What follows belongs to an exercise in optimizing a design on an open flow for small area; a production flow would make more cautious choices. RTL that was checked went through simulation tests only; none was proved equivalent to the original. Only the layout flow was run in run 1; the RTL was not checked for function there. Power is estimated from default activity; no workload was simulated.

--- flow/design.v ---
module vga_object_compositor #(
    parameter int NUM_OBJ = 16,
    parameter int COORD_W = 10,
    parameter int COLOR_W = 10,
    parameter int TYPE_W  = 10
) (
    input  logic                       iVGA_CLK,
    input  logic                       iRST,
    input  logic [COORD_W-1:0]         iVGA_X,
    input  logic [COORD_W-1:0]         iVGA_Y,
    input  logic                       iFrame_Start,
    input  logic                       iWr_Valid,
    output logic                       oWr_Ready,
    input  logic [$clog2(NUM_OBJ)-1:0] iWr_Idx,
    input  logic [COORD_W-1:0]         iWr_X,
    input  logic [COORD_W-1:0]         iWr_Y,
    input  logic [COORD_W-1:0]         iWr_W,
    input  logic [COORD_W-1:0]         iWr_H,
    input  logic [TYPE_W-1:0]          iWr_Type,
    input  logic                       iWr_En,
    output logic [COLOR_W-1:0]         oRed,
    output logic [COLOR_W-1:0]         oGreen,
    output logic [COLOR_W-1:0]         oBlue,
    output logic                       oHit_Valid,
    output logic [$clog2(NUM_OBJ)-1:0] oHit_Idx
);
    localparam int IDX_W = $clog2(NUM_OBJ);
    localparam logic [2:0] C_OFF  = 3'b000;
    localparam logic [2:0] C_101  = 3'b001;
    localparam logic [2:0] C_102  = 3'b010;
    localparam logic [2:0] C_201  = 3'b011;
    localparam logic [2:0] C_202  = 3'b101;
    localparam logic [2:0] C_302  = 3'b110;
    localparam logic [2:0] C_OTH  = 3'b111;
    function automatic logic [2:0] classify(input logic [TYPE_W-1:0] kind);
        case (kind)
            TYPE_W'(101): classify = C_101;
            TYPE_W'(102): classify = C_102;
            TYPE_W'(201): classify = C_201;
            TYPE_W'(202): classify = C_202;
            TYPE_W'(302): classify = C_302;
            default:      classify = C_OTH;
        endcase
    endfunction
    function automatic logic [COORD_W-1:0] last_coord(input logic [COORD_W-1:0] p,
                                                      input logic [COORD_W-1:0] s);
        logic [COORD_W:0] e;
        e = {1'b0, p} + {1'b0, s} - 1'b1;
        last_coord = e[COORD_W] ? '1 : e[COORD_W-1:0];
    endfunction
    logic wr_ready;
    assign wr_ready  = !iRST && !iFrame_Start;
    assign oWr_Ready = wr_ready;
    logic [COORD_W-1:0] w_xl, w_yl;
    logic [2:0]         w_cls;
    assign w_xl  = last_coord(iWr_X, iWr_W);
    assign w_yl  = last_coord(iWr_Y, iWr_H);
    assign w_cls = (iWr_En && (iWr_W != '0) && (iWr_H != '0)) ? classify(iWr_Type) : C_OFF;
    logic [COORD_W-1:0] sh_x [NUM_OBJ];
    logic [COORD_W-1:0] sh_xl[NUM_OBJ];
    logic [COORD_W-1:0] sh_y [NUM_OBJ];
    logic [COORD_W-1:0] sh_yl[NUM_OBJ];
    logic [2:0]         sh_c [NUM_OBJ];
    logic [COORD_W-1:0] ac_x [NUM_OBJ];
    logic [COORD_W-1:0] ac_xl[NUM_OBJ];
    logic [COORD_W-1:0] ac_y [NUM_OBJ];
    logic [COORD_W-1:0] ac_yl[NUM_OBJ];
    logic [2:0]         ac_c [NUM_OBJ];
    logic               ac_live;
    always_ff @(posedge iVGA_CLK) begin
        for (int i = 0; i < NUM_OBJ; i++) begin
            if (iRST) begin
                sh_c[i][1:0] <= 2'b00;
            end else if (wr_ready && iWr_Valid && (iWr_Idx == IDX_W'(i))) begin
                sh_x[i]  <= iWr_X;
                sh_xl[i] <= w_xl;
                sh_y[i]  <= iWr_Y;
                sh_yl[i] <= w_yl;
                sh_c[i]  <= w_cls;
            end
        end
    end
    always_ff @(posedge iVGA_CLK) begin
        if (iRST) begin
            ac_live <= 1'b0;
        end else if (iFrame_Start) begin
            ac_live <= 1'b1;
        end
    end
    always_ff @(posedge iVGA_CLK) begin
        if (iFrame_Start) begin
            for (int i = 0; i < NUM_OBJ; i++) begin
                ac_x[i]  <= sh_x[i];
                ac_xl[i] <= sh_xl[i];
                ac_y[i]  <= sh_y[i];
                ac_yl[i] <= sh_yl[i];
                ac_c[i]  <= sh_c[i];
            end
        end
    end
    logic [NUM_OBJ-1:0] hit;
    always_comb begin
        for (int i = 0; i < NUM_OBJ; i++) begin
            hit[i] = (ac_c[i][1:0] != 2'b00) &&
                     (iVGA_X >= ac_x[i]) && (iVGA_X <= ac_xl[i]) &&
                     (iVGA_Y >= ac_y[i]) && (iVGA_Y <= ac_yl[i]);
        end
    end
    logic [IDX_W-1:0] win_idx;
    logic [2:0]       win_cls;
    always_comb begin
        win_idx = '0;
        win_cls = C_OFF;
        for (int i = NUM_OBJ - 1; i >= 0; i--) begin
            if (hit[i]) begin
                win_idx = IDX_W'(i);
                win_cls = ac_c[i];
            end
        end
    end
    logic [IDX_W-1:0] idx_p1, idx_p2;
    logic [2:0]       cls_p1, cls_p2;
    always_ff @(posedge iVGA_CLK) begin
        if (iRST || !ac_live) begin
            idx_p1 <= '0;
            cls_p1 <= C_OFF;
        end else begin
            idx_p1 <= win_idx;
            cls_p1 <= win_cls;
        end
    end
    always_ff @(posedge iVGA_CLK) begin
        if (iRST) begin
            idx_p2 <= '0;
            cls_p2 <= C_OFF;
        end else begin
            idx_p2 <= idx_p1;
            cls_p2 <= cls_p1;
        end
    end
    logic [7:0] r8, g8, b8;
    always_comb begin
        case (cls_p2)
            C_101:   begin r8 = 8'd0;   g8 = 8'd255; b8 = 8'd0;   end
            C_102:   begin r8 = 8'd255; g8 = 8'd255; b8 = 8'd0;   end
            C_201:   begin r8 = 8'd153; g8 = 8'd0;   b8 = 8'd0;   end
            C_202:   begin r8 = 8'd0;   g8 = 8'd255; b8 = 8'd255; end
            C_302:   begin r8 = 8'd204; g8 = 8'd0;   b8 = 8'd204; end
            C_OTH:   begin r8 = 8'd255; g8 = 8'd255; b8 = 8'd255; end
            default: begin r8 = 8'd0;   g8 = 8'd0;   b8 = 8'd0;   end
        endcase
    end
    assign oRed       = {2'b00, r8};
    assign oGreen     = {2'b00, g8};
    assign oBlue      = {2'b00, b8};
    assign oHit_Valid = (cls_p2[1:0] != 2'b00);
    assign oHit_Idx   = idx_p2;
endmodule
--- flow/run.sh ---
#!/bin/bash
# synth_recipe.tcl (not shown) runs the flow's synth.tcl, then flattens the netlist and writes it again
# the make line also repeats each setting of config.mk as NAME=value (left out here)
make -C /OpenROAD-flow-scripts/flow DESIGN_CONFIG=/design/flow/config.mk WORK_HOME=/design/flow/orfs CLKGATE_MAP_FILE= SYNTH_SCRIPT=/design/flow/synth_recipe.tcl finish
--- flow/config.mk ---
export PLATFORM = sky130hd
export DESIGN_NAME = vga_object_compositor
export DESIGN_NICKNAME = vga_object_compositor
export VERILOG_FILES = /design/flow/design.v
export SDC_FILE = /design/flow/constraint.sdc
export NUM_CORES = 4
export LEC_CHECK = 0
export CAP_MARGIN = 20
export CORE_MARGIN = 2
export CORE_UTILIZATION = 40
export SLEW_MARGIN = 20
--- flow/constraint.sdc ---
create_clock -name core_clock -period 5.0 [get_ports {iVGA_CLK}]
set_input_delay 1.0000 -clock core_clock [delete_from_list [all_inputs] [get_ports {iVGA_CLK}]]
set_output_delay 1.0000 -clock core_clock [all_outputs]
set_load 0.01 [all_outputs]
==> results of run 1 <==
==> final cells by class <==
cell class	count	area share, %
diodes	2	0.00721
flip-flops and latches	1391	59.5
well taps	1944	3.51
clock buffers	181	5.51
repair buffers	279	3.68
inverters	716	3.87
multi-input cells	1884	23.0
clock inverters	69	0.920
==> final timing paths <==
kind / end / slack (ns)
max: cls_p1[1] / 1.06
min: ac_y[13][6] / 0.40
max reg2reg: cls_p1[2] / 1.37
min reg2reg: ac_y[13][6] / 0.40
==> state kept, by name, indices dropped and copies added, names as in the netlist, 48 cells and up <==
signal  count
sh_yl     160
ac_xl     160
ac_y      160
sh_x      160
sh_xl     160
ac_x      160
sh_c       48
ac_yl     160
sh_y      160
ac_c       48
==> placed cells by master, fill, tap and decap left out, types with 34 or more instances in the layout <==
cell / instances
nor2_1: 101
a21o_1: 57
dfxtp_1: 47
nor2b_1: 38
a21oi_1: 157
buf_4: 149
a211oi_1: 36
nand3_1: 47
o21ai_0: 124
edfxtp_1: 1344
inv_1: 714
o21a_1: 34
nand4_1: 62
ha_1: 678
nand2_1: 124
clkdlybuf4s50_1: 88
nand2b_1: 44
clkbuf_16: 146
==> worst reg2reg max path: stages, from the launching register on <==
cell and delay, ns:
edfxtp_1 0.37, inv_1 0.07, ha_1 0.23, a21o_1 0.16, a21o_1 0.16, a2111oi_1 0.78, o32ai_2 0.17, buf_4 0.20
nor4_1 0.30, buf_4 0.20, o21ai_0 0.15, buf_4 0.18, nand2_1 0.13, a211oi_1 0.08, a21boi_0 0.14, o31ai_1 0.22
==> logic make-up (layout without fill, tap and decap cells) <==
kind of cell               count (synthesis)  count (layout)
DFF                                     1391            1391
buffers and inverters                    752            1245
adders and majority gates                680             680
AOI/OAI and AO/OA                        615             615
and+or+nand+nor                          544             544
muxes                                     26              26
xor gates and xnor gates                  13              13
other                                      1               8
==> metal layers <==
layer	routed length, um	track usage (%)
met2	66800	30.7
met1	64400	25.6
met5	27	0
met4	3660	5.81
met3	7130	2.89
==> power groups by stage <==
| stage | registers, W | clock network, W | logic [W] |
|---|---|---|---|
| after global routing | 0.0132 | 0.0110 | 0.00245 |
| after detailed placement | 0.0135 | 0 | 0.00223 |
| after global placement | 0.0134 | 0 | 0.00219 |
| after CTS | 0.0132 | 0.0105 | 0.00225 |
| final | 0.0132 | 0.0103 | 0.00220 |
| after floorplan | 0.0134 | 0 | 0.000974 |
==> metrics by stage <==
step                      std cells  hold slack (ns)  instance area [um^2]
after global placement         6214            0.400                 64900
after CTS                      6464            0.400                 69400
after global routing           6464            0.412                 69400
after detailed placement       6214            0.405                 64900
after floorplan                4027            0.400                 60000
final                          6466            0.396                 69400
==> reports/qor.txt, run 1 <==
result of the run: timing/DRC/antenna clean
worst setup timing slack at the placement stage: 0.212 ns
number of storage elements in the synthesis netlist: 1,391
HPWL after detailed placement: 90.1 mm
initial standard-cell utilization of the core: 40.2%
width of the die: 391 um
relative slew slack: 25.8%
sequential area share after synthesis: 68.9%
depth of the critical timing path with buffers and inverters included: 16
leading cell type by number of instances after synthesis: edfxtp_1
flip-flop cell with the highest count after synthesis: edfxtp_1
clock buffers created by TritonCTS: 139
router iterations before antenna repair: 5
Reg power frac: 51.3%
final weighted congestion in routability-driven placement: 0.862
most common library cells after synthesis: 1,344 x edfxtp_1, 716 x inv_1, 678 x ha_1, 157 x a21oi_1, 128 x o21ai_0
overflow left after global routing: 0
Vias per Instance: 5.09
clk_skew: 0.0233 ns
post-route minimum period: 3.94 ns
clock tree from TritonCTS: yes
VDD IR max: 0.239 mV
setup slack of the critical path after layout: 1.06 ns
critical path's most frequent cell: buf_4
post-synthesis cell type with the largest combined area: edfxtp_1
remaining design rule violation count: 0
combinational group share of total power: 8.6%
largest family of logic cells by synthesized area: adder cells
count of cells resized by post-cts repair: 0
# clock sinks: 1,391
xor and xnor fraction of the mapped netlist area: 0.190%
clock edge transition at the registers on the reported setup and hold paths: 0.07 ns
Total Power Consumption: 0.0257 W
Hold WC Path Type: flip-flop to flip-flop
number of maximum-capacitance constraint violations: 0
number of different library cells in the post-synthesis netlist: 82
antenna violations before repair: 5
Post-synth EDFFs: 1,344
first element of the critical path: iVGA_Y[0]
count of H-tree levels built during CTS: 4
number of buffers between clock root and the deepest sink: 3
Port-buffer cells: 108
endpoint arrival time on the critical path: 4.57 ns
die footprint: 153,000 um^2
cell-by-cell trace of the critical path: clkdlybuf4s50_1 -> inv_2 -> buf_12 -> buf_4 -> ha_1 -> nand2b_1 -> a21oi_1 -> a2111oi_0 -> buf_4 -> o22ai_1 -> or4_1 -> nand3_1 -> a311o_1 -> a31oi_1 -> nor4_1 -> o32ai_1
async set or reset register ratio after synthesis: 0%
Fin Setup TNS: 0 ns
final setup violation count: 0
switching share of power: 22.9%
post-synth design cell area: 60,000 um^2
total length of routed wires: 142 mm
Top Family by Delay on Critical Path: simple AND/OR/NAND/NOR gates
number of vias in the routed layout: 32,898
total power divided by cell area: 371 nW/um^2
post-synth top area share: 67.3%
startpoint types: input pin
Required @ worst endpoint: 5.63 ns
area occupied by multi-input gates: 15,900 um^2
Iteration-0 DRC Markers: 2,747
highest fanout seen on the critical path: 18
Ports: 115
Std-Cell Core Area: 149,000 um^2
measured slew at the worst slew-check pin: 1.11 ns
switching power of the nets: 0.00590 W
share of the cycle needed by the critical path after routing: 78.8%
wire per inst: 22.0 um
final number of hold-violating endpoints: 0
Root Driver: clkbuf_16
Setup crit end kind: flip-flop
fraction of the mapped netlist area in compound gates: 6.74%
worst skew pair latency: 0.77 ns
instance count of the mapped netlist: 4,022
critical-path cell with the highest stage delay: or4_1
Vert. Die Dim: 391 um
antenna violation net count after detailed routing: 0
area taken by flip-flops and latches: 41,300 um^2
cell depth of the worst min-delay path: 0
GRT Total Usage: 18.7%
Core Rows: 142
via count of the first global-routing pass: 32,228
Synth Area in Simple Gates: 4.65%
# nets final: 5,170
clock network power share: 40.1%
launch instance of the worst register-to-register path: ac_yl[2][3]
area growth from synthesis to layout: 15.7%
top achievable clock speed: 254 MHz
Static Leak: 28.1 nW
count of buffer and inverter cells on the critical path: 5
utilization after layout: 46.5%
WS Path Type: input pin to flip-flop
largest net degree at the start of global routing: 143
Synth area leaders: edfxtp_1 67%, ha_1 14%, inv_1 4.5%
layout cell share with drive strength beyond 1: 9.58%
path depth of the worst reg2reg path: 15
YS warnings: 11
fraction of synthesized area in multiplexers: 0.434%
setup repair bufs after CTS: 0
Max Slew Vio Count: 0
internal power component: 0.0198 W
Hold Path Origin: sh_y[13][6]
Post-Synth Adder-Cell Area: 14.2%
slowest cell delay on critical path: 0.57 ns
Post-Syn Area per Cell: 14.9 um^2
first-pass GRT wire length: 208 mm
Layout fillers: 12,904
setup repair after global routing missed its margin: false
number of buffers added to fix hold violations after cts: 0
==> run 2: changes to the inputs <==
--- a/flow/design.v
+++ b/flow/design.v
@@ -48,6 +48,22 @@
         e = {1'b0, p} + {1'b0, s} - 1'b1;
         last_coord = e[COORD_W] ? '1 : e[COORD_W-1:0];
     endfunction
+    function automatic logic geq(input logic [COORD_W-1:0] a, input logic [COORD_W-1:0] b);
+        logic c;
+        c = 1'b1;
+        for (int k = 0; k < COORD_W; k++) begin
+            c = (a[k] & ~b[k]) | (c & (a[k] | ~b[k]));
+        end
+        geq = c;
+    endfunction
+    function automatic logic geqn(input logic [COORD_W-1:0] a, input logic [COORD_W-1:0] nb);
+        logic c;
+        c = 1'b1;
+        for (int k = 0; k < COORD_W; k++) begin
+            c = (a[k] & nb[k]) | (c & (a[k] | nb[k]));
+        end
+        geqn = c;
+    endfunction
     logic wr_ready;
     assign wr_ready  = !iRST && !iFrame_Start;
     assign oWr_Ready = wr_ready;
@@ -72,9 +88,9 @@
             if (iRST) begin
                 sh_c[i][1:0] <= 2'b00;
             end else if (wr_ready && iWr_Valid && (iWr_Idx == IDX_W'(i))) begin
-                sh_x[i]  <= iWr_X;
+                sh_x[i]  <= ~iWr_X;
                 sh_xl[i] <= w_xl;
-                sh_y[i]  <= iWr_Y;
+                sh_y[i]  <= ~iWr_Y;
                 sh_yl[i] <= w_yl;
                 sh_c[i]  <= w_cls;
             end
@@ -102,8 +118,8 @@
     always_comb begin
         for (int i = 0; i < NUM_OBJ; i++) begin
             hit[i] = (ac_c[i][1:0] != 2'b00) &&
-                     (iVGA_X >= ac_x[i]) && (iVGA_X <= ac_xl[i]) &&
-                     (iVGA_Y >= ac_y[i]) && (iVGA_Y <= ac_yl[i]);
+                     geqn(iVGA_X, ac_x[i]) && geq(ac_xl[i], iVGA_X) &&
+                     geqn(iVGA_Y, ac_y[i]) && geq(ac_yl[i], iVGA_Y);
         end
     end
     logic [IDX_W-1:0] win_idx;
--- a/flow/config.mk
+++ b/flow/config.mk
@@ -7,5 +7,5 @@
 export LEC_CHECK = 0
 export CAP_MARGIN = 20
 export CORE_MARGIN = 2
-export CORE_UTILIZATION = 40
+export CORE_UTILIZATION = 65
 export SLEW_MARGIN = 20
==> run 2 against run 1 <==
Compared with the run above: wire length shrank 0.26%; clock power hardly changed; final area down 11%; non-clock buffer count rose by 55; via count shrank 4.0%; critical endpoint is now cls_p1[2].
==> reports/qor.txt, run 2 <==
result of the run: timing/DRC/antenna clean
most frequent cells in the layout: 1,344 x edfxtp_1, 209 x buf_4, 161 x inv_1, 161 x nand2_1, 144 x clkbuf_16
final number of hold-violating endpoints: 0
initial standard-cell utilization of the core: 65.4%
most common library cells after synthesis: 1,344 x edfxtp_1, 161 x inv_1, 161 x nand2_1, 148 x nor2_1, 129 x o21ai_0
overflow left after global routing: 0
measured slew at the worst slew-check pin: 1.04 ns
count of cells resized by post-cts repair: 0
remaining design rule violation count: 0
top achievable clock speed: 216 MHz
Max Slew Vio Count: 0
Static Leak: 21.6 nW
cell depth of the worst min-delay path: 0
total length of routed wires: 142 mm
share of the cycle needed by the critical path after routing: 92.6%
combinational group share of total power: 6.9%
antenna violation net count after detailed routing: 0
worst skew pair latency: 0.74 ns
post-synth top area share: 75.5%
HPWL after detailed placement: 93.3 mm
Vias per Instance: 6.57
end of the worst hold path: ac_yl[8][4]
wire per inst: 29.5 um
leading cell type by number of instances after synthesis: edfxtp_1
Root Driver: clkbuf_16
endpoint arrival time on the critical path: 5.28 ns
Hold Path Origin: sh_yl[8][4]
relative slew slack: 30.7%
die footprint: 84,500 um^2
Total Power Consumption: 0.0254 W
switching share of power: 22.7%
# nets final: 3,751
highest fanout seen on the critical path: 6
Setup crit end kind: flip-flop
first-pass GRT wire length: 206 mm
via count of the first global-routing pass: 31,182
setup repair bufs after CTS: 0
VDD IR max: 0.449 mV
Ports: 115
Post-Syn Area per Cell: 16.2 um^2
count of H-tree levels built during CTS: 4
final weighted congestion in routability-driven placement: 0.970
number of storage elements in the synthesis netlist: 1,391
internal power component: 0.0196 W
Worst Hold Slack: 0.394 ns
Reg power frac: 52.3%
width of the die: 291 um
flip-flop cell with the highest count after synthesis: edfxtp_1
area growth from synthesis to layout: 15.4%
path depth of the worst reg2reg path: 13
antenna violations before repair: 6
Vert. Die Dim: 291 um
switching power of the nets: 0.00576 W
startpoint types: input pin
number of maximum-capacitance constraint violations: 0
internal reg-to-reg setup slack: 1.03 ns
clock buffers created by TritonCTS: 140
number of vias in the routed layout: 31,579
number of different library cells in the post-synthesis netlist: 96
YS warnings: 11
Hold WC Path Type: flip-flop to flip-flop
total power divided by cell area: 411 nW/um^2
setup repair after global routing missed its margin: false
clk_skew: 0.0359 ns
instance count of the mapped netlist: 3,307
Post-synth EDFFs: 1,344
final setup violation count: 0
WS Path Type: input pin to flip-flop
clock network power share: 40.8%
layout cell share with drive strength beyond 1: 13.8%
Synth area leaders: edfxtp_1 76%, dfxtp_1 1.8%, maj3_1 1.7%
utilization after layout: 75.5%
Iteration-0 DRC Markers: 4,594
# clock sinks: 1,391
number of buffers added to fix hold violations after cts: 0
post-synthesis cell type with the largest combined area: edfxtp_1
Std-Cell Core Area: 81,700 um^2
async set or reset register ratio after synthesis: 0%
clock tree from TritonCTS: yes
GRT Total Usage: 33.7%
launch instance of the worst register-to-register path: ac_yl[15][8]
most common cell after layout, fill and taps aside: edfxtp_1
largest net degree at the start of global routing: 151
Core Rows: 105
Critical R2R Capture: cls_p1[2]
clock edge transition at the registers on the reported setup and hold paths: 0.06 ns
router iterations before antenna repair: 6
number of buffers between clock root and the deepest sink: 3
sequential area share after synthesis: 77.3%
post-route minimum period: 4.63 ns
post-synth design cell area: 53,400 um^2
Port-buffer cells: 108
Required @ worst endpoint: 5.65 ns
-- run 2: kinds of logic after synthesis --
logic type | share of synthesized area (%)
AOI/OAI and AO/OA | 9.98
other | 0.00702
DFF | 77.3
and+or+nand+nor | 5.88
muxes | 0.744
adders and majority gates | 3.28
xor gates and xnor gates | 0.180
buffers and inverters | 2.67
-- run 2: worst max-delay path by stage --
stage          slack, ns  startpoint     endpoint
6_report            0.37   iVGA_X[0]    cls_p1[2]
5_1_grt             0.24   iVGA_X[0]    cls_p1[2]
4_1_cts             0.37   iVGA_X[0]    cls_p1[2]
3_5_place_dp       -0.37   iVGA_X[0]    cls_p1[2]
3_3_place_gp       -0.35   iVGA_X[0]    cls_p1[2]
2_1_floorplan       0.66    iWr_X[2]  sh_xl[0][3]
-- run 2: power by group through the flow --
stage	clock (W)	sequential, W	combinational, W
finish	0.0103	0.0133	0.00175
floorplan	0	0.0135	0.000798
global placement	0	0.0135	0.00167
CTS	0.0104	0.0133	0.00173
global route	0.0109	0.0133	0.00186
detailed placement	0	0.0135	0.00172
-- run 2: area by class of cell --
type	instances	area, um^2
repair buffers	334	2920
diodes	1	2.50
flip-flops and latches	1391	41300
multi-input cells	1597	10900
clock buffers	179	3760
well taps	1070	1340
fillers	4762	20100
inverters	168	633
clock inverters	67	805
-- run 2: critical path: stages --
cell,delay [ns]
clkdlybuf4s50_1,0.54
buf_4,0.21
nor2b_1,0.12
maj3_1,0.37
o21ai_0,0.19
buf_4,0.17
a31oi_1,0.12
a2111oi_0,0.78
buf_4,0.24
o221a_2,0.22
a31oi_1,0.07
o211a_1,0.14
or4_1,0.45
and4b_1,0.24
o31a_1,0.23
a31oi_1,0.18
-- run 2: metrics by stage --
step           setup WS, ns  setup TNS, ns  cell area, um^2  std cells
2_1_floorplan         0.656              0            53500       3312
3_3_place_gp         -0.351         -0.771            57100       4560
3_5_place_dp         -0.366         -0.915            57100       4560
4_1_cts               0.366              0            61700       4806
5_1_grt               0.244              0            61700       4806
6_report              0.368              0            61700       4807
-- run 2: per-layer routing --
metal | global-route usage (%) | share of wire (%)
met1 | 49.2 | 40
met2 | 51.4 | 46
met3 | 6.67 | 11
met4 | 12.5 | 3.8
met5 | 0 | 0.019
==> run 3: changes to the inputs <==
--- a/flow/config.mk
+++ b/flow/config.mk
@@ -8,4 +8,6 @@
 export CAP_MARGIN = 20
 export CORE_MARGIN = 2
 export CORE_UTILIZATION = 65
+export CTS_BUF_LIST = sky130_fd_sc_hd__clkbuf_4 sky130_fd_sc_hd__clkbuf_8
+export CTS_CLUSTER_SIZE = 20
 export SLEW_MARGIN = 20
==> run 3 against run 2 <==
Compared with the run above: largest power group unchanged; sequential share of layout area increased by 0.64 points; final cell count rose by 2.6%; via count about the same; power fell by 5.8%; global-route usage is 0.24 points lower; first-iteration DRC count fell by 7.4%; sequential power is essentially flat; clock power shrank 14%; combinational power hardly changed; final area shrank 0.95%; clock-buffer cell count increased by 119.
==> reports/qor.txt, run 3 <==
Hold WC Path Type: flip-flop to flip-flop
path depth of the worst reg2reg path: 13
width of the die: 291 um
Core Rows: 105
total power divided by cell area: 391 nW/um^2
critical-path cell with the highest stage delay: a2111oi_0
launch instance of the worst register-to-register path: ac_yl[15][8]
share of the cycle needed by the critical path after routing: 91.9%
startpoint types: input pin
final weighted congestion in routability-driven placement: 0.970
number of maximum-capacitance constraint violations: 0
measured slew at the worst slew-check pin: 0.976 ns
setup repair after global routing missed its margin: false
fraction of the mapped netlist area in compound gates: 9.98%
most common library cells after synthesis: 1,344 x edfxtp_1, 161 x inv_1, 161 x nand2_1, 148 x nor2_1, 129 x o21ai_0
clock tree from TritonCTS: yes
cell depth of the worst min-delay path: 0
Critical R2R Capture: cls_p1[2]
overflow left after global routing: 0
top achievable clock speed: 218 MHz
final number of hold-violating endpoints: 0
Ports: 115
remaining design rule violation count: 0
Synth area leaders: edfxtp_1 76%, dfxtp_1 1.8%, maj3_1 1.7%
instance count of the mapped netlist: 3,307
worst skew pair latency: 0.88 ns
post-synthesis cell type with the largest combined area: edfxtp_1
# clock sinks: 1,391
count of buffer and inverter cells on the critical path: 4
wire per inst: 28.5 um
die footprint: 84,500 um^2
setup slack of the critical path after layout: 0.406 ns
async set or reset register ratio after synthesis: 0%
number of vias in the routed layout: 31,554
endpoint arrival time on the critical path: 5.39 ns
cell-by-cell trace of the critical path: clkdlybuf4s50_1 -> buf_4 -> nor2b_1 -> maj3_1 -> o21ai_0 -> buf_4 -> a31oi_1 -> a2111oi_0 -> buf_4 -> o221a_2 -> a31oi_1 -> o211a_1 -> or4_1 -> and4b_1 -> o31a_1 -> a31oi_1
area growth from synthesis to layout: 14.3%
Hold Path Origin: sh_x[15][1]
via count of the first global-routing pass: 31,304
most frequent cells in the layout: 1,344 x edfxtp_1, 213 x clkbuf_8, 209 x buf_4
slowest cell delay on critical path: 0.88 ns
HPWL after detailed placement: 93.3 mm
relative slew slack: 33.2%
post-synth top area share: 75.5%
flip-flop cell with the highest count after synthesis: edfxtp_1
count of cells resized by post-cts repair: 0
setup repair bufs after CTS: 0
final setup violation count: 0
Max Slew Vio Count: 0
Setup crit end kind: flip-flop
Iteration-0 DRC Markers: 4,253
clk_skew: 0.0292 ns
WS Path Type: input pin to flip-flop
Top Family by Delay on Critical Path: compound AO/OA/AOI/OAI gates
highest fanout seen on the critical path: 6
antenna violations before repair: 6
leading cell type by number of instances after synthesis: edfxtp_1
post-synth design cell area: 53,400 um^2
Post-Synth Adder-Cell Area: 3.28%
Static Leak: 21.5 nW
largest family of logic cells by synthesized area: compound AO/OA/AOI/OAI gates
YS warnings: 11
fraction of synthesized area in multiplexers: 0.744%
end of the worst hold path: ac_x[15][1]
count of H-tree levels built during CTS: 4
clock buffers created by TritonCTS: 207
worst setup timing slack at the placement stage: -0.366 ns
Post-Syn Area per Cell: 16.2 um^2
antenna violation net count after detailed routing: 0
first-pass GRT wire length: 204 mm
initial standard-cell utilization of the core: 65.4%
# nets final: 3,818
Vert. Die Dim: 291 um
Synth Area in Simple Gates: 5.88%
total length of routed wires: 141 mm
Post-synth EDFFs: 1,344
Vias per Instance: 6.40
GRT Total Usage: 33.5%
Root Driver: clkbuf_8
result of the run: timing/DRC/antenna clean
Std-Cell Core Area: 81,700 um^2
Required @ worst endpoint: 5.80 ns
utilization after layout: 74.7%
Port-buffer cells: 108
number of storage elements in the synthesis netlist: 1,391
xor and xnor fraction of the mapped netlist area: 0.180%
largest net degree at the start of global routing: 151
router iterations before antenna repair: 6
number of buffers added to fix hold violations after cts: 0
post-route minimum period: 4.59 ns
layout cell share with drive strength beyond 1: 16.9%
number of buffers between clock root and the deepest sink: 3
sequential area share after synthesis: 77.3%
most common cell after layout, fill and taps aside: edfxtp_1
VDD IR max: 0.349 mV
number of different library cells in the post-synthesis netlist: 96
internal reg-to-reg setup slack: 1.08 ns
clock edge transition at the registers on the reported setup and hold paths: 0.06 ns
[run 3: cell counts after synthesis]
Identical to the previous run, type by type.
[run 3: final cells by class]
cell class / count / area, um^2
Tap cell: 1070 / 1340
Sequential cell: 1391 / 41300
Inverter: 168 / 633
Clock buffer: 298 / 3570
Timing Repair Buffer: 334 / 2920
Fill cell: 4887 / 20600
Multi-Input combinational cell: 1597 / 10900
Antenna cell: 3 / 7.51
Clock inverter: 73 / 412
[run 3: worst max-delay path by stage]
stage,start,endpoint,cells after the start,slack (ns)
4_1_cts,iVGA_X[0],cls_p1[2],16,0.56
3_3_place_gp,iVGA_X[0],cls_p1[2],16,-0.35
5_1_grt,iVGA_X[0],cls_p1[2],16,0.42
3_5_place_dp,iVGA_X[0],cls_p1[2],16,-0.37
6_report,iVGA_X[0],cls_p1[2],16,0.41
2_1_floorplan,iWr_X[2],sh_xl[0][3],15,0.66
[run 3: metrics by stage]
step	power [W]	hold slack (ns)	instances	TNS [ns]	area, um^2
3_5_place_dp	0.0152	0.405	4560	-0.915	57100
5_1_grt	0.0246	0.410	4932	0	61100
3_3_place_gp	0.0152	0.400	4560	-0.771	57100
6_report	0.0239	0.395	4934	0	61100
4_1_cts	0.0240	0.403	4931	0	61100
2_1_floorplan	0.0143	0.400	3312	0	53500
[run 3: cell families after synthesis]
| kind of cell | after synthesis |
|---|---|
| DFF | 1391 |
| other | 1 |
| and+or+nand+nor | 632 |
| adders and majority gates | 160 |
| buffers and inverters | 324 |
| xor gates and xnor gates | 11 |
| muxes | 39 |
| AOI/OAI and AO/OA | 749 |
[run 3: power by group]
part           switching (W)  leakage [nW]  internal (W)
Clock                0.00421          2.12       0.00468
Combinational        0.00119          5.72      0.000545
Sequential          0.000121          13.7        0.0131
[run 3: layer usage]
metal | part of all wire (%) | vias up | track usage [%]
li1 | - | 13772 | -
met1 | 40 | 15727 | 47.8
met2 | 46 | 1758 | 50.2
met3 | 10 | 293 | 8.23
met4 | 4.2 | 4 | 14.0
met5 | 0.019 | - | 0
==> run 4: changes to the inputs <==
--- a/flow/design.v
+++ b/flow/design.v
@@ -125,7 +125,7 @@
     logic [IDX_W-1:0] win_idx;
     logic [2:0]       win_cls;
     always_comb begin
-        win_idx = '0;
+        win_idx = IDX_W'(NUM_OBJ - 1);
         win_cls = C_OFF;
         for (int i = NUM_OBJ - 1; i >= 0; i--) begin
             if (hit[i]) begin
@@ -136,24 +136,16 @@
     end
     logic [IDX_W-1:0] idx_p1, idx_p2;
     logic [2:0]       cls_p1, cls_p2;
+    logic             vld_p2;
     always_ff @(posedge iVGA_CLK) begin
-        if (iRST || !ac_live) begin
-            idx_p1 <= '0;
-            cls_p1 <= C_OFF;
-        end else begin
-            idx_p1 <= win_idx;
-            cls_p1 <= win_cls;
-        end
+        idx_p1      <= win_idx;
+        cls_p1[2]   <= win_cls[2];
+        cls_p1[1:0] <= (iRST || !ac_live) ? 2'b00 : win_cls[1:0];
+        idx_p2      <= idx_p1;
+        cls_p2[2]   <= cls_p1[2];
+        cls_p2[1:0] <= iRST ? 2'b00 : cls_p1[1:0];
     end
-    always_ff @(posedge iVGA_CLK) begin
-        if (iRST) begin
-            idx_p2 <= '0;
-            cls_p2 <= C_OFF;
-        end else begin
-            idx_p2 <= idx_p1;
-            cls_p2 <= cls_p1;
-        end
-    end
+    assign vld_p2 = (cls_p2[1:0] != 2'b00);
     logic [7:0] r8, g8, b8;
     always_comb begin
         case (cls_p2)
@@ -169,6 +161,6 @@
     assign oRed       = {2'b00, r8};
     assign oGreen     = {2'b00, g8};
     assign oBlue      = {2'b00, b8};
-    assign oHit_Valid = (cls_p2[1:0] != 2'b00);
-    assign oHit_Idx   = idx_p2;
+    assign oHit_Valid = vld_p2;
+    assign oHit_Idx   = vld_p2 ? idx_p2 : '0;
 endmodule
==> flow/flow/run.sh (new file) <==
#!/bin/bash
# Own layout flow: the standard synthesis, then an area-oriented re-mapping of the
# combinational logic only (every register instance is kept as the standard synthesis made
# it), then the standard ORFS flow from floorplan on, with a smaller port buffer and a
# clock tree built from clkbuf_8 leaf clusters without dummy loads.
set -euo pipefail
W=$(pwd)
F=$W/flow
R=$W/orfs/results/${FLOW_PLATFORM}/vga_object_compositor/base
LIB=$FLOW_HOME/platforms/${FLOW_PLATFORM}/lib/sky130_fd_sc_hd__tt_025C_1v80.lib
YOSYS=$FLOW_HOME/../tools/install/yosys/bin/yosys
[ -x "$YOSYS" ] || YOSYS=yosys

# 1. Standard synthesis.
bash standard.sh synth > $W/log_1_synth.txt 2>&1
cp $R/1_2_yosys.v $W/synth_standard.v

# 2. Re-map the combinational logic for area.
SEQ=$(grep -o "sky130_fd_sc_hd__[a-z0-9_]*" $W/synth_standard.v | sort -u | grep -E "__(s?e?df|dl)" | tr '\n' ' ')
DONTUSE=""
for c in $(cat $F/dont_use.txt); do DONTUSE="$DONTUSE -dont_use $c"; done
IN=$W/synth_standard.v OUT=$W/synth_remap.v LIB=$LIB TOP=$FLOW_TOP DONTUSE="$DONTUSE" \
  SCRIPT=$F/area.abc SEQ="$SEQ" $YOSYS -c $F/remap.tcl > $W/log_2_remap.txt 2>&1
cp $W/synth_remap.v $R/1_2_yosys.v
rm -f $R/1_synth.odb
bash standard.sh synth > $W/log_3_synth_odb.txt 2>&1

# 3. Floorplan to final layout.
CTS="-sink_clustering_enable -repair_clock_nets -dont_use_dummy_load -buf_list sky130_fd_sc_hd__clkbuf_8 -sink_clustering_size 20 -sink_clustering_max_diameter 60"
bash standard.sh "CTS_ARGS=$CTS" "BUFFER_PORTS_ARGS=-buffer_cell sky130_fd_sc_hd__buf_1" finish > $W/log_4_layout.txt 2>&1
==> flow/flow/area.abc (new file) <==
strash
ifraig
scorr
dc2
strash
dch -f
map -a -B 0
topo
strash
dch -f
map -a -B 0
topo
==> flow/flow/dont_use.txt (new file) <==
sky130_fd_sc_hd__lpflow_bleeder_1
sky130_fd_sc_hd__lpflow_clkbufkapwr_1
sky130_fd_sc_hd__lpflow_clkbufkapwr_16
sky130_fd_sc_hd__lpflow_clkbufkapwr_2
sky130_fd_sc_hd__lpflow_clkbufkapwr_4
sky130_fd_sc_hd__lpflow_clkbufkapwr_8
sky130_fd_sc_hd__lpflow_clkinvkapwr_1
sky130_fd_sc_hd__lpflow_clkinvkapwr_16
sky130_fd_sc_hd__lpflow_clkinvkapwr_2
sky130_fd_sc_hd__lpflow_clkinvkapwr_4
sky130_fd_sc_hd__lpflow_clkinvkapwr_8
sky130_fd_sc_hd__lpflow_decapkapwr_12
sky130_fd_sc_hd__lpflow_decapkapwr_3
sky130_fd_sc_hd__lpflow_decapkapwr_4
sky130_fd_sc_hd__lpflow_decapkapwr_6
sky130_fd_sc_hd__lpflow_decapkapwr_8
sky130_fd_sc_hd__lpflow_inputiso0n_1
sky130_fd_sc_hd__lpflow_inputiso0p_1
sky130_fd_sc_hd__lpflow_inputiso1n_1
sky130_fd_sc_hd__lpflow_inputiso1p_1
sky130_fd_sc_hd__lpflow_inputisolatch_1
sky130_fd_sc_hd__lpflow_isobufsrc_1
sky130_fd_sc_hd__lpflow_isobufsrc_16
sky130_fd_sc_hd__lpflow_isobufsrc_2
sky130_fd_sc_hd__lpflow_isobufsrc_4
sky130_fd_sc_hd__lpflow_isobufsrc_8
sky130_fd_sc_hd__lpflow_isobufsrckapwr_16
sky130_fd_sc_hd__lpflow_lsbuf_lh_hl_isowell_tap_1
sky130_fd_sc_hd__lpflow_lsbuf_lh_hl_isowell_tap_2
sky130_fd_sc_hd__lpflow_lsbuf_lh_hl_isowell_tap_4
sky130_fd_sc_hd__lpflow_lsbuf_lh_isowell_4
sky130_fd_sc_hd__lpflow_lsbuf_lh_isowell_tap_1
sky130_fd_sc_hd__lpflow_lsbuf_lh_isowell_tap_2
sky130_fd_sc_hd__lpflow_lsbuf_lh_isowell_tap_4
sky130_fd_sc_hd__probe_p_8
sky130_fd_sc_hd__probec_p_8
==> flow/flow/remap.tcl (new file) <==
# Re-map the combinational logic of a mapped netlist for area; sequential cells stay as they are.
yosys -import
set lib $::env(LIB)
set top $::env(TOP)
read_liberty -wb -ignore_miss_func $lib
read_verilog -overwrite $::env(IN)
hierarchy -top $top
foreach c $::env(SEQ) { blackbox =$c }
flatten -wb
opt_clean -purge
techmap
opt -fast
abc -liberty $lib {*}$::env(DONTUSE) -script $::env(SCRIPT)
opt_clean -purge
hilomap -singleton -hicell sky130_fd_sc_hd__conb_1 HI -locell sky130_fd_sc_hd__conb_1 LO
opt_clean -purge
tee -o $::env(OUT).stat stat -liberty $lib
write_verilog -noattr -nohex -nodec $::env(OUT)
==> flow/standard.sh (new file) <==
#!/bin/bash
# synth_recipe.tcl (not shown) runs the flow's synth.tcl, then flattens the netlist and writes it again
# the make line also repeats each setting of config.mk as NAME=value (left out here)
make -C /OpenROAD-flow-scripts/flow DESIGN_CONFIG=/design/flow/config.mk WORK_HOME=/design/flow/orfs CLKGATE_MAP_FILE= SYNTH_SCRIPT=/design/flow/synth_recipe.tcl "${@:-finish}"
--- a/flow/config.mk
+++ b/flow/config.mk
@@ -8,6 +8,4 @@
 export CAP_MARGIN = 20
 export CORE_MARGIN = 2
 export CORE_UTILIZATION = 65
-export CTS_BUF_LIST = sky130_fd_sc_hd__clkbuf_4 sky130_fd_sc_hd__clkbuf_8
-export CTS_CLUSTER_SIZE = 20
 export SLEW_MARGIN = 20
removed: flow/run.sh
==> run 4 against run 3 <==
Compared with the run above: still clean on timing, DRC and antenna; fmax rose by 9.4%; worst hold slack got worse by 0.048 ns; worst setup slack improved by 0.39 ns; register-to-register slack improved by 0.37 ns; sequential share of layout area rose by 8.3 points; non-clock buffer count fell by 84; critical path depth rose by 1; die area fell by 6.2%; final cell count fell by 11%; clock power fell by 47%.
==> reports/qor.txt, run 4 <==
result of the run: timing/DRC/antenna clean
highest fanout seen on the critical path: 12
Hold WC Path Type: flip-flop to flip-flop
count of H-tree levels built during CTS: 3
number of buffers added to fix hold violations after cts: 0
post-synth design cell area: 50,100 um^2
placed cell area: 53,200 um^2
HPWL after detailed placement: 81.4 mm
YS warnings: 11
area growth from synthesis to layout: 8.67%
antenna violations before repair: 6
Hold Path Origin: idx_p1[2]
relative slew slack: 24.9%
width of the die: 282 um
Post-Syn Area per Cell: 16.7 um^2
end of the worst hold path: idx_p2[2]
overflow left after global routing: 0
wire per inst: 27.6 um
Root Driver: clkbuf_8
layout cell share with drive strength beyond 1: 8.28%
number of vias in the routed layout: 28,636
most frequent cells in the layout: 1,344 x edfxtp_1, 248 x nand2_1, 230 x o22ai_1
GRT Total Usage: 30.4%
Vias per Instance: 6.54
instance count of the mapped netlist: 3,004
clock tree from TritonCTS: yes
path depth of the worst reg2reg path: 20
router iterations before antenna repair: 6
Setup crit end kind: flip-flop
WS Path Type: input pin to flip-flop
initial standard-cell utilization of the core: 65.8%
setup repair bufs after CTS: 0
first-pass GRT wire length: 172 mm
remaining design rule violation count: 0
via count of the first global-routing pass: 27,366
VDD IR max: 0.298 mV
first element of the critical path: iVGA_Y[9]
count of cells resized by post-cts repair: 0
startpoint types: input pin
Max Slew Vio Count: 0
final setup violation count: 0
most common cell after layout, fill and taps aside: edfxtp_1
measured slew at the worst slew-check pin: 1.13 ns
# nets final: 3,426
Required @ worst endpoint: 5.58 ns
Ports: 115
area taken by flip-flops and latches: 41,300 um^2
launch instance of the worst register-to-register path: ac_y[14][2]
Critical R2R Capture: cls_p1[0]
Vert. Die Dim: 282 um
largest net degree at the start of global routing: 171
antenna violation net count after detailed routing: 0
Static Leak: 18.0 nW
Port-buffer cells: 108
total length of routed wires: 121 mm
cell depth of the worst min-delay path: 0
Layout fillers: 4,865
final weighted congestion in routability-driven placement: 0.955
number of buffers between clock root and the deepest sink: 3
setup repair after global routing missed its margin: false
total power divided by cell area: 354 nW/um^2
clock buffers created by TritonCTS: 86
final number of hold-violating endpoints: 0
worst skew pair latency: 0.70 ns
top achievable clock speed: 238 MHz
# clock sinks: 1,391
utilization after layout: 71.6%
Std-Cell Core Area: 76,100 um^2
Core Rows: 101
clock edge transition at the registers on the reported setup and hold paths: 0.12 ns
Fin Setup TNS: 0 ns
post-route cell area: 54,400 um^2
number of maximum-capacitance constraint violations: 0
share of the cycle needed by the critical path after routing: 84.0%
die footprint: 79,300 um^2
area occupied by multi-input gates: 8350 um^2
internal reg-to-reg setup slack: 1.45 ns
post-route minimum period: 4.20 ns
endpoint arrival time on the critical path: 4.78 ns
Iteration-0 DRC Markers: 3,788
clk_skew: 0.0408 ns
[run 4: power by group]
part	leakage [nW]	switching (W)	internal, W	total (W)
Clock	0.618	0.00316	0.00155	0.00471
Combinational	3.80	0.00101	0.000351	0.00136
Sequential	13.6	0.000120	0.0131	0.0132
Total	18.0	0.00428	0.0150	0.0193
[run 4: critical path: stages]
cell	delay, ns
clkbuf_2	0.24
clkinv_1	0.44
buf_4	0.33
buf_4	0.17
buf_4	0.17
a22oi_1	0.57
a221oi_1	0.36
nand2_1	0.18
nor2_1	0.08
nor2_1	0.23
clkinv_1	0.13
a211oi_1	0.26
nor4_1	0.08
o21ai_0	0.17
o2111ai_1	0.13
o2111ai_1	0.10
a31oi_1	0.10
[run 4: worst max path at each step]
stage | end | slack (ns) | depth (start not counted)
2_1_floorplan | sh_c[9][0] | 0.88 | 8
3_3_place_gp | cls_p1[0] | 0.14 | 19
3_5_place_dp | cls_p1[0] | 0.21 | 19
4_1_cts | cls_p1[0] | 0.92 | 19
5_1_grt | cls_p1[1] | 0.61 | 20
6_report | cls_p1[1] | 0.80 | 17
[run 4: per-stage QoR]
| stage | setup slack (ns) | power [W] | cells | hold slack [ns] |
|---|---|---|---|---|
| floorplan | 0.881 | 0.0140 | 3009 | 0.310 |
| global placement | 0.145 | 0.0148 | 4289 | 0.316 |
| detailed placement | 0.207 | 0.0148 | 4289 | 0.315 |
| CTS | 0.919 | 0.0193 | 4375 | 0.344 |
| global route | 0.609 | 0.0198 | 4376 | 0.348 |
| finish | 0.799 | 0.0193 | 4377 | 0.348 |
[run 4: per-layer routing]
metal  track usage (%)  vias up  share of wire [%]
li1                  -    12646                  -
met1              45.9    14424                 41
met2              48.4     1407                 48
met3              3.84      157                8.7
met4              7.61        2                2.1
met5                 0        -              0.011
[run 4: final cells by class]
| cell class | instances | area share [%] |
|---|---|---|
| clock buffers | 86 | 2.17 |
| diodes | 2 | 0.00919 |
| inverters | 155 | 1.07 |
| repair buffers | 250 | 3.17 |
| well taps | 1030 | 2.37 |
| multi-input cells | 1463 | 15.3 |
| flip-flops and latches | 1391 | 75.9 |
==> run 5: changes to the inputs <==
--- a/flow/flow/run.sh
+++ b/flow/flow/run.sh
@@ -26,5 +26,5 @@
 bash standard.sh synth > $W/log_3_synth_odb.txt 2>&1
 
 # 3. Floorplan to final layout.
-CTS="-sink_clustering_enable -repair_clock_nets -dont_use_dummy_load -buf_list sky130_fd_sc_hd__clkbuf_8 -sink_clustering_size 20 -sink_clustering_max_diameter 60"
+CTS="-sink_clustering_enable -repair_clock_nets -dont_use_dummy_load -buf_list sky130_fd_sc_hd__clkbuf_8 -sink_clustering_size 18 -sink_clustering_max_diameter 60"
 bash standard.sh "CTS_ARGS=$CTS" "BUFFER_PORTS_ARGS=-buffer_cell sky130_fd_sc_hd__buf_1" finish > $W/log_4_layout.txt 2>&1
==> run 5 against run 4 <==
Compared with the run above: still clean; global-route usage is 0.086 points higher; combinational power hardly changed; via count is 0.28% higher; clock skew is 0.030 ns higher; clock-buffer cell count is 6 higher; critical path depth stayed put; sequential share of layout area is 0.13 points lower; power is 0.81% higher; critical path type unchanged.
==> reports/qor.txt, run 5 <==
result of the run: timing/DRC/antenna clean
final weighted congestion in routability-driven placement: 0.955
count of H-tree levels built during CTS: 3
number of maximum-capacitance constraint violations: 0
largest net degree at the start of global routing: 171
clock buffers created by TritonCTS: 92
final number of hold-violating endpoints: 0
Fin Setup TNS: 0 ns
wire per inst: 27.6 um
die footprint: 79,300 um^2
VDD IR max: 0.270 mV
clock edge transition at the registers on the reported setup and hold paths: 0.10 ns
number of buffers added to fix hold violations after cts: 0
Root Driver: clkbuf_8
WS Path Type: input pin to flip-flop
setup repair bufs after CTS: 0
placed cell area: 53,200 um^2
Static Leak: 18.1 nW
Layout fillers: 4,865
utilization after layout: 71.7%
post-synth design cell area: 50,100 um^2
number of vias in the routed layout: 28,715
HPWL after detailed placement: 81.4 mm
setup repair after global routing missed its margin: false
instance count of the mapped netlist: 3,004
Max Slew Vio Count: 0
remaining design rule violation count: 0
Core Rows: 101
Post-Syn Area per Cell: 16.7 um^2
Hold WC Path Type: flip-flop to flip-flop
clock tree from TritonCTS: yes
highest fanout seen on the critical path: 12
measured slew at the worst slew-check pin: 1.09 ns
via count of the first global-routing pass: 27,479
final setup violation count: 0
routed length on met2: 57.9 mm
Required @ worst endpoint: 5.57 ns
count of cells resized by post-cts repair: 0
most frequent cells in the layout: 1,344 x edfxtp_1, 248 x nand2_1, 230 x o22ai_1
first-pass GRT wire length: 173 mm
overflow left after global routing: 0
router iterations before antenna repair: 7
worst skew pair latency: 0.74 ns
antenna violation net count after detailed routing: 0
antenna violations before repair: 5
total length of routed wires: 121 mm
Std-Cell Core Area: 76,100 um^2
share of the cycle needed by the critical path after routing: 83.5%
most common cell after layout, fill and taps aside: edfxtp_1
Vert. Die Dim: 282 um
Met1 Routed Length: 49.9 mm
post-route cell area: 54,500 um^2
layout cell share with drive strength beyond 1: 8.45%
width of the die: 282 um
# nets final: 3,432
Port-buffer cells: 108
top achievable clock speed: 239 MHz
Ports: 115
clk_skew: 0.0704 ns
total length of routed met3 wires: 10.7 mm
instance count after placement with tap cells included: 4,289
# clock sinks: 1,391
post-route minimum period: 4.18 ns
relative slew slack: 27.0%
Iteration-0 DRC Markers: 3,906
initial standard-cell utilization of the core: 65.8%
YS warnings: 11
final standard cell count with taps included and fillers excluded: 4,387
total power divided by cell area: 357 nW/um^2
endpoint arrival time on the critical path: 4.75 ns
startpoint types: input pin
GRT Total Usage: 30.5%
number of buffers between clock root and the deepest sink: 3
Vias per Instance: 6.55
area growth from synthesis to layout: 8.86%
Setup crit end kind: flip-flop
top routing layer in use: met5
[run 5: where the power goes]
part           switching, W  total [W]  internal, W
logic               0.00101    0.00136     0.000351
registers          0.000120     0.0132       0.0131
clock network       0.00321    0.00487      0.00165
total               0.00434     0.0194       0.0151
[run 5: final cells by class]
cell class | count | area, um^2 | area share [%]
inverter | 155 | 582 | 1.07
sequential | 1391 | 41300 | 75.7
tap | 1030 | 1290 | 2.36
antenna | 6 | 15.0 | 0.0275
timing repair buffer | 250 | 1730 | 3.16
clock buffer | 92 | 1270 | 2.32
multi-input combinational | 1463 | 8350 | 15.3
[run 5: worst max-delay path: stages]
cell and delay (ns):
clkbuf_2 0.23, clkinv_1 0.44, buf_4 0.33, buf_4 0.17, buf_4 0.17, a22oi_1 0.56, a221oi_1 0.36, nand2_1 0.17
nor2_1 0.08, nor2_1 0.22, clkinv_1 0.12, a211oi_1 0.26, nor4_1 0.09, o21ai_0 0.17, o2111ai_1 0.15, o2111ai_1 0.10
a31oi_1 0.10
[run 5: final timing paths]
kind	start	to	slack (ns)	cells past startpoint
max	iVGA_Y[9]	cls_p1[1]	0.82	17
min	cls_p1[2]	cls_p2[2]	0.33	0
max reg2reg	ac_yl[14][2]	cls_p1[0]	1.40	20
min reg2reg	cls_p1[2]	cls_p2[2]	0.33	0
[run 5: per-layer routing]
metal | vias up | GRT usage, %
met5 | - | 0
met4 | 2 | 7.17
met3 | 185 | 4.44
met2 | 1383 | 48.5
met1 | 14487 | 45.9
li1 | 12658 | -
[run 5: stage by stage]
step                worst slack, ns  power (W)  hold WS, ns
floorplan                     0.881     0.0140        0.310
global placement              0.145     0.0148        0.316
detailed placement            0.207     0.0148        0.315
CTS                           0.907     0.0195        0.324
global route                  0.608     0.0200        0.338
finish                        0.824     0.0194        0.333
==> run 6: changes to the inputs <==
--- a/flow/flow/run.sh
+++ b/flow/flow/run.sh
@@ -26,5 +26,5 @@
 bash standard.sh synth > $W/log_3_synth_odb.txt 2>&1
 
 # 3. Floorplan to final layout.
-CTS="-sink_clustering_enable -repair_clock_nets -dont_use_dummy_load -buf_list sky130_fd_sc_hd__clkbuf_8 -sink_clustering_size 18 -sink_clustering_max_diameter 60"
+CTS="-sink_clustering_enable -repair_clock_nets -dont_use_dummy_load -buf_list sky130_fd_sc_hd__clkbuf_8 -sink_clustering_size 18 -sink_clustering_max_diameter 80"
 bash standard.sh "CTS_ARGS=$CTS" "BUFFER_PORTS_ARGS=-buffer_cell sky130_fd_sc_hd__buf_1" finish > $W/log_4_layout.txt 2>&1
==> flow/flow/area.abc (replaced) <==
strash
ifraig
dc2
&get -n
&deepsyn -T 60
&put
strash
dch -f
map -a
topo
==> run 6 against run 5 <==
Compared with the run above: final cell count down 1.7%; clock power down 2%; fmax down 2.7%; via count down 1.2%; critical endpoint is now cls_p1[2]; final area down 0.63%; power down 1.6%; combinational power down 12%; sequential share of layout area up 0.48 points.
==> reports/qor.txt, run 6 <==
VDD IR max: 0.280 mV
end of the worst hold path: idx_p2[1]
combinational group share of total power: 6.3%
HPWL after detailed placement: 77.7 mm
Vias per Instance: 6.58
total power divided by cell area: 353 nW/um^2
number of buffers between clock root and the deepest sink: 3
Max Slew Vio Count: 0
width of the die: 281 um
top achievable clock speed: 233 MHz
# nets final: 3,361
number of maximum-capacitance constraint violations: 0
count of H-tree levels built during CTS: 3
Port-buffer cells: 108
result of the run: timing/DRC/antenna clean
clock network power share: 25.0%
internal reg-to-reg setup slack: 1.07 ns
Reg power frac: 68.8%
switching share of power: 21.9%
measured slew at the worst slew-check pin: 1.15 ns
overflow left after global routing: 0
path depth of the worst reg2reg path: 18
GRT Total Usage: 30.6%
clock buffers created by TritonCTS: 87
total length of routed wires: 120 mm
Hold Path Origin: idx_p1[1]
first-pass GRT wire length: 174 mm
number of buffers added to fix hold violations after cts: 0
highest fanout seen on the critical path: 12
post-route cell area: 54,200 um^2
wire per inst: 27.8 um
cell-by-cell trace of the critical path: buf_1 -> clkinv_1 -> a211oi_1 -> nor2_1 -> a221oi_1 -> nor2_1 -> a221oi_1 -> nor2_1 -> a221oi_1 -> o21ai_0 -> o2111ai_1 -> buf_4 -> nor2_1 -> nor2_1 -> o21ai_0 -> o211a_1 -> o311a_2 -> o22ai_1
worst skew pair latency: 0.74 ns
startpoint types: input pin
clock edge transition at the registers on the reported setup and hold paths: 0.10 ns
final weighted congestion in routability-driven placement: 0.954
relative slew slack: 23.2%
remaining design rule violation count: 0
Post-Syn Area per Cell: 16.9 um^2
router iterations before antenna repair: 5
cell depth of the worst min-delay path: 0
internal power component: 0.0149 W
initial standard-cell utilization of the core: 65.8%
Ports: 115
Root Driver: clkbuf_8
via count of the first global-routing pass: 27,245
slowest cell delay on critical path: 0.48 ns
clk_skew: 0.0552 ns
Setup crit end kind: flip-flop
post-route minimum period: 4.29 ns
count of cells resized by post-cts repair: 0
Fin Setup TNS: 0 ns
most frequent cells in the layout: 1,344 x edfxtp_1, 245 x nor2_1, 204 x o22ai_1
switching power of the nets: 0.00419 W
area growth from synthesis to layout: 8.48%
die footprint: 79,100 um^2
endpoint arrival time on the critical path: 4.90 ns
YS warnings: 11
Required @ worst endpoint: 5.61 ns
critical path's most frequent cell: nor2_1
placed cell area: 53,000 um^2
antenna violation net count after detailed routing: 0
Critical R2R Capture: cls_p1[2]
Iteration-0 DRC Markers: 3,852
clock tree from TritonCTS: yes
post-synth design cell area: 49,900 um^2
setup repair after global routing missed its margin: false
# clock sinks: 1,391
instance count of the mapped netlist: 2,961
Std-Cell Core Area: 75,900 um^2
layout cell share with drive strength beyond 1: 8.14%
Vert. Die Dim: 281 um
share of the cycle needed by the critical path after routing: 85.9%
largest net degree at the start of global routing: 215
Static Leak: 17.9 nW
final number of hold-violating endpoints: 0
Core Rows: 101
most common cell after layout, fill and taps aside: edfxtp_1
antenna violations before repair: 2
WS Path Type: input pin to flip-flop
launch instance of the worst register-to-register path: ac_x[10][1]
critical-path cell with the highest stage delay: a221oi_1
Hold WC Path Type: flip-flop to flip-flop
final setup violation count: 0
setup repair bufs after CTS: 0
number of vias in the routed layout: 28,368
[run 6: routing by layer]
metal / share of wire [%] / wire length (um) / global-route usage (%)
met1: 40 / 48000 / 44.5
met2: 47 / 57000 / 48.5
met3: 9.5 / 11400 / 5.14
met4: 3.0 / 3610 / 9.39
met5: 0.013 / 16 / 0
[run 6: how the worst max path moves through the flow]
stage                              to  depth (start not counted)      start
after floorplan           sh_yl[0][2]                         21   iWr_Y[2]
after global placement      cls_p1[2]                         18  iVGA_X[0]
after detailed placement    cls_p1[2]                         18  iVGA_X[0]
after CTS                   cls_p1[2]                         18  iVGA_X[0]
after global routing      sh_xl[0][7]                         24   iWr_W[0]
final                       cls_p1[2]                         18  iVGA_X[0]
[run 6: power by group through the flow]
stage | combinational, W | clock [W] | sequential (W)
4_1_cts | 0.00119 | 0.00485 | 0.0132
5_1_grt | 0.00129 | 0.00522 | 0.0132
3_3_place_gp | 0.00116 | 0 | 0.0134
3_5_place_dp | 0.00118 | 0 | 0.0134
6_report | 0.00120 | 0.00478 | 0.0132
2_1_floorplan | 0.000527 | 0 | 0.0134
[run 6: area by class of cell]
cell class	count	area, um^2
diodes	2	5.00
clock buffers	87	1200
fillers	4801	21800
inverters	189	709
multi-input cells	1386	8070
flip-flops and latches	1391	41300
well taps	1030	1290
repair buffers	227	1610
[run 6: stage by stage]
step	cells	total power [W]	utilization, %	hold WS, ns	worst slack [ns]
6_report	4312	0.0191	71.3	0.338	0.706
5_1_grt	4311	0.0197	71.3	0.348	0.451
4_1_cts	4309	0.0192	71.3	0.338	0.859
3_5_place_dp	4222	0.0146	69.7	0.313	0.101
3_3_place_gp	4222	0.0146	69.7	0.314	0.197
2_1_floorplan	2966	0.0139	-	0.310	0.778
[run 6: worst max-delay path: cells and delay by family]
family | cells | cell delay, ns
buffers and inverters | 3 | 0.65
and+or+nand+nor | 5 | 0.53
AOI/OAI and AO/OA | 10 | 2.71
==> run 7: changes to the inputs <==
==> flow/flow/area.abc (replaced) <==
strash
ifraig
dc2
&get -n
&deepsyn -T 60
&put
strash
&get -n
&dch -f
&nf -a -R 1000 -E 0
&put
topo
==> run 7 against run 6 <==
Compared with the run above: still clean on timing, DRC and antenna; synthesized area decreased by 0.90%; critical path depth grew 3; clock power about the same; highest routed layer unchanged.
==> reports/qor.txt, run 7 <==
number of buffers between clock root and the deepest sink: 3
Port-buffer cells: 108
Worst Hold Slack: 0.364 ns
M2 GR Usage: 46.9%
most frequent cells in the layout: 1,344 x edfxtp_1, 211 x o22ai_1, 204 x buf_4
number of buffers added to fix hold violations after cts: 0
Global Route met3 Usage: 4.41%
Setup crit end kind: flip-flop
Total Power Consumption: 0.0193 W
Std-Cell Core Area: 75,700 um^2
overflow left after global routing: 0
Iteration-0 DRC Markers: 3,553
remaining design rule violation count: 0
total length of routed wires: 116 mm
measured slew at the worst slew-check pin: 1.10 ns
highest fanout seen on the critical path: 20
Vias per Instance: 6.66
post-synth design cell area: 49,500 um^2
YS warnings: 11
result of the run: timing/DRC/antenna clean
critical-path cell with the highest stage delay: maj3_1
Core Rows: 101
worst setup timing slack at the placement stage: -0.330 ns
area occupied by multi-input gates: 8110 um^2
Ports: 115
grt met1 use: 44.9%
clk_skew: 0.0440 ns
layout cell share with drive strength beyond 1: 10.6%
area growth from synthesis to layout: 9.68%
first-pass GRT wire length: 169 mm
startpoint types: input pin
setup slack of the critical path after layout: 0.322 ns
count of buffer and inverter cells on the critical path: 4
WS Path Type: input pin to flip-flop
Layout fillers: 4,669
clock buffers created by TritonCTS: 87
endpoint arrival time on the critical path: 5.28 ns
antenna violation net count after detailed routing: 0
Top Family by Delay on Critical Path: adder cells
area taken by flip-flops and latches: 41,300 um^2
Required @ worst endpoint: 5.60 ns
top achievable clock speed: 214 MHz
instance count after placement with tap cells included: 4,018
final setup violation count: 0
instance count of the mapped netlist: 2,711
clock tree from TritonCTS: yes
Hold WC Path Type: flip-flop to flip-flop
worst skew pair latency: 0.75 ns
wire per inst: 28.2 um
critical path's most frequent cell: maj3_1
Root Driver: clkbuf_8
antenna violations before repair: 5
# nets final: 3,208
cell-by-cell trace of the critical path: clkbuf_2 -> clkinv_1 -> buf_4 -> o22ai_1 -> o21ai_0 -> maj3_1 -> maj3_1 -> maj3_1 -> o21ai_0 -> a2bb2oi_1 -> maj3_1 -> maj3_1 -> a21oi_1 -> buf_4 -> nor3_1 -> nor2_1 -> o211ai_1 -> a21oi_1 -> o21ai_0 -> a221oi_1 -> nor4_1
Fin Setup TNS: 0 ns
layer with the highest usage after global routing: met2
share of the cycle needed by the critical path after routing: 93.6%
count of cells resized by post-cts repair: 0
setup repair bufs after CTS: 0
Max Slew Vio Count: 0
width of the die: 280 um
final number of hold-violating endpoints: 0
clock edge transition at the registers on the reported setup and hold paths: 0.10 ns
Static Leak: 17.8 nW
total power divided by cell area: 355 nW/um^2
router iterations before antenna repair: 6
setup repair after global routing missed its margin: false
most common cell after layout, fill and taps aside: edfxtp_1
final weighted congestion in routability-driven placement: 0.884
number of maximum-capacitance constraint violations: 0
count of H-tree levels built during CTS: 3
Post-Syn Area per Cell: 18.3 um^2
via count of the first global-routing pass: 26,406
initial standard-cell utilization of the core: 65.4%
HPWL after detailed placement: 75.0 mm
GRT Total Usage: 29.9%
Vert. Die Dim: 280 um
die footprint: 78,400 um^2
slowest cell delay on critical path: 0.44 ns
post-route minimum period: 4.68 ns
VDD IR max: 0.312 mV
largest net degree at the start of global routing: 175
relative slew slack: 26.6%
final standard cell count with taps included and fillers excluded: 4,106
number of vias in the routed layout: 27,345
# clock sinks: 1,391
==> run 7: stage by stage <==
step	instance area [um^2]	util, %
2_1_floorplan	49500	-
3_3_place_gp	53100	70.1
3_5_place_dp	53100	70.1
4_1_cts	54300	71.7
5_1_grt	54300	71.7
6_report	54300	71.7
==> run 7: final timing paths <==
path	start	slack, ns	endpoint	cells after the start
min reg2reg	idx_p1[0]	0.36	idx_p2[0]	0
min	idx_p1[0]	0.36	idx_p2[0]	0
max reg2reg	ac_xl[13][1]	0.53	cls_p1[0]	22
max	iVGA_X[1]	0.32	cls_p1[1]	21
==> run 7: cell type report <==
cell class / count / area share (%)
Sequential cell: 1391 / 76.1
Clock buffer: 87 / 2.21
Multi-Input combinational cell: 1256 / 14.9
Tap cell: 978 / 2.25
Inverter: 69 / 0.477
Timing Repair Buffer: 324 / 4.04
Antenna cell: 1 / 0.00461
==> run 7: per-layer routing <==
metal | routed length, um | vias up | share of wire [%]
li1 | - | 11961 | -
met1 | 47900 | 13867 | 41
met2 | 54600 | 1318 | 47
met3 | 10100 | 195 | 8.7
met4 | 3250 | 4 | 2.8
met5 | 39 | - | 0.034
==> run 7: power breakdown <==
part / leakage [nW] / internal (W) / switching, W
clock: 0.626 / 0.00157 / 0.00321
sequential: 13.6 / 0.0131 / 0.000110
combinational: 3.61 / 0.000413 / 0.000912
==> run 8: changes to the inputs <==
--- a/flow/config.mk
+++ b/flow/config.mk
@@ -7,5 +7,6 @@
 export LEC_CHECK = 0
 export CAP_MARGIN = 20
 export CORE_MARGIN = 2
-export CORE_UTILIZATION = 65
+export CORE_UTILIZATION = 70
+export PLACE_DENSITY = 0.8
 export SLEW_MARGIN = 20
==> run 8 against run 7 <==
Compared with the run above: worst setup slack got worse by 0.11 ns; non-clock buffer count decreased by 47; synthesized area about the same; combinational power decreased by 5%; die area decreased by 7.0%; final cell count decreased by 2.6%; wire length increased by 0.21%; fmax decreased by 2.3%; synthesized cell count decreased by 0.85%; sequential share of layout area increased by 0.35 points; worst hold slack got worse by 0.028 ns.
==> reports/qor.txt, run 8 <==
antenna violations before repair: 3
Vert. Die Dim: 270 um
width of the die: 270 um
number of buffers between clock root and the deepest sink: 3
initial standard-cell utilization of the core: 70.7%
top achievable clock speed: 209 MHz
area growth from synthesis to layout: 9.11%
highest fanout seen on the critical path: 4
Worst Hold Slack: 0.336 ns
total power divided by cell area: 354 nW/um^2
clock buffers created by TritonCTS: 87
worst setup timing slack at the placement stage: -0.585 ns
Std-Cell Core Area: 70,000 um^2
path depth of the worst reg2reg path: 21
first-pass GRT wire length: 171 mm
Setup crit end kind: flip-flop
share of the cycle needed by the critical path after routing: 95.8%
Hold WC Path Type: flip-flop to flip-flop
clk_skew: 0.0420 ns
relative slew slack: 14.7%
total length of routed wires: 116 mm
area taken by flip-flops and latches: 41,300 um^2
remaining design rule violation count: 0
worst skew pair latency: 0.72 ns
via count of the first global-routing pass: 26,977
number of buffers added to fix hold violations after cts: 0
Core Rows: 97
critical-path cell with the highest stage delay: a2111oi_1
Hold Path Origin: idx_p1[1]
instance count of the mapped netlist: 2,688
Static Leak: 17.8 nW
HPWL after detailed placement: 76.1 mm
clock edge transition at the registers on the reported setup and hold paths: 0.10 ns
Top Family by Delay on Critical Path: compound AO/OA/AOI/OAI gates
slowest cell delay on critical path: 0.42 ns
# nets final: 3,138
WS Path Type: input pin to flip-flop
router iterations before antenna repair: 6
die footprint: 72,900 um^2
Vias per Instance: 6.98
Required @ worst endpoint: 5.59 ns
most common cell after layout, fill and taps aside: edfxtp_1
final setup violation count: 0
Iteration-0 DRC Markers: 4,490
number of vias in the routed layout: 27,907
launch instance of the worst register-to-register path: ac_yl[14][0]
VDD IR max: 0.270 mV
startpoint types: input pin
final number of hold-violating endpoints: 0
count of H-tree levels built during CTS: 3
GRT Total Usage: 31.9%
count of cells resized by post-cts repair: 0
end of the worst hold path: idx_p2[1]
count of buffer and inverter cells on the critical path: 2
area occupied by multi-input gates: 8150 um^2
Max Slew Vio Count: 0
final weighted congestion in routability-driven placement: 0.936
Critical R2R Capture: cls_p1[1]
utilization after layout: 77.2%
# clock sinks: 1,391
Total Power Consumption: 0.0191 W
most frequent cells in the layout: 1,344 x edfxtp_1, 191 x o22ai_1, 147 x buf_4
setup repair after global routing missed its margin: false
Ports: 115
Root Driver: clkbuf_8
largest net degree at the start of global routing: 179
number of maximum-capacitance constraint violations: 0
antenna violation net count after detailed routing: 0
endpoint arrival time on the critical path: 5.38 ns
Layout fillers: 3,743
setup slack of the critical path after layout: 0.212 ns
layout cell share with drive strength beyond 1: 9.36%
wire per inst: 29.0 um
overflow left after global routing: 0
post-synth design cell area: 49,500 um^2
result of the run: timing/DRC/antenna clean
Post-Syn Area per Cell: 18.4 um^2
clock tree from TritonCTS: yes
measured slew at the worst slew-check pin: 1.28 ns
setup repair bufs after CTS: 0
post-route minimum period: 4.79 ns
Port-buffer cells: 108
cell depth of the worst min-delay path: 0
cell-by-cell trace of the critical path: buf_1 -> buf_4 -> nand2b_1 -> maj3_1 -> maj3_1 -> maj3_1 -> maj3_1 -> a21oi_1 -> o21a_1 -> o21ai_0 -> and3_1 -> nand2_1 -> nand2_1 -> nor3_2 -> nand2_1 -> a21oi_1 -> o21ai_0 -> and3b_1 -> o21ai_0 -> a221oi_1 -> o21ai_0 -> a221oi_1 -> a2111oi_1
YS warnings: 11
internal reg-to-reg setup slack: 0.22 ns
==> run 8: cell type report <==
class / instances / area share, %
flip-flops and latches: 1391 / 76.4
inverters: 71 / 0.493
repair buffers: 277 / 3.60
diodes: 2 / 0.00926
clock buffers: 87 / 2.22
well taps: 940 / 2.18
multi-input cells: 1231 / 15.1
==> run 8: report_power, final <==
part           internal (W)  total (W)  switching, W
combinational      0.000375    0.00126      0.000880
clock               0.00157    0.00471       0.00314
sequential           0.0130     0.0132      0.000121
==> run 8: worst max path at each step <==
stage,from,to,slack (ns),depth (start not counted)
global placement,iVGA_Y[0],cls_p1[0],-0.39,24
floorplan,iVGA_Y[1],cls_p1[1],0.01,21
global route,iVGA_Y[0],cls_p1[1],0.03,23
detailed placement,iVGA_Y[0],cls_p1[1],-0.59,23
CTS,ac_yl[14][0],cls_p1[1],0.23,21
finish,iVGA_Y[0],cls_p1[1],0.21,23
==> run 8: per-stage QoR <==
step,area (um^2),cells,TNS [ns]
after floorplan,49600,2693,0
after detailed placement,52800,3910,-4.12
after global placement,52800,3910,-1.14
final,54000,3999,0
after CTS,54000,3997,0
after global routing,54000,3998,0
==> run 8: worst register-to-register path: cells and delay by family (launching register included) <==
kind	cells	cell delay, ns
flip-flops	1	0.40
adder cells (fa/ha/maj)	4	1.52
AO/OA/AOI/OAI	10	1.70
AND/OR/NAND/NOR	7	1.04
==> run 8: routing by layer <==
layer	vias to the layer above	global-route usage, %	share of wire, %	wire length, um
li1	11822	-	-	-
met1	13815	46.9	38	43600
met2	2017	49.6	47	54500
met3	251	5.54	12	13600
met4	2	11.6	3.7	4290
met5	-	0	0.012	14

Setup slack of run 8, layout unchanged: 0.212 ns with ideal ports, 0.177 ns with driving cells assumed (clock clkbuf_16, inputs buf_2), -0.598 ns with port delays also shifted by the 0.775 ns mid clock arrival.
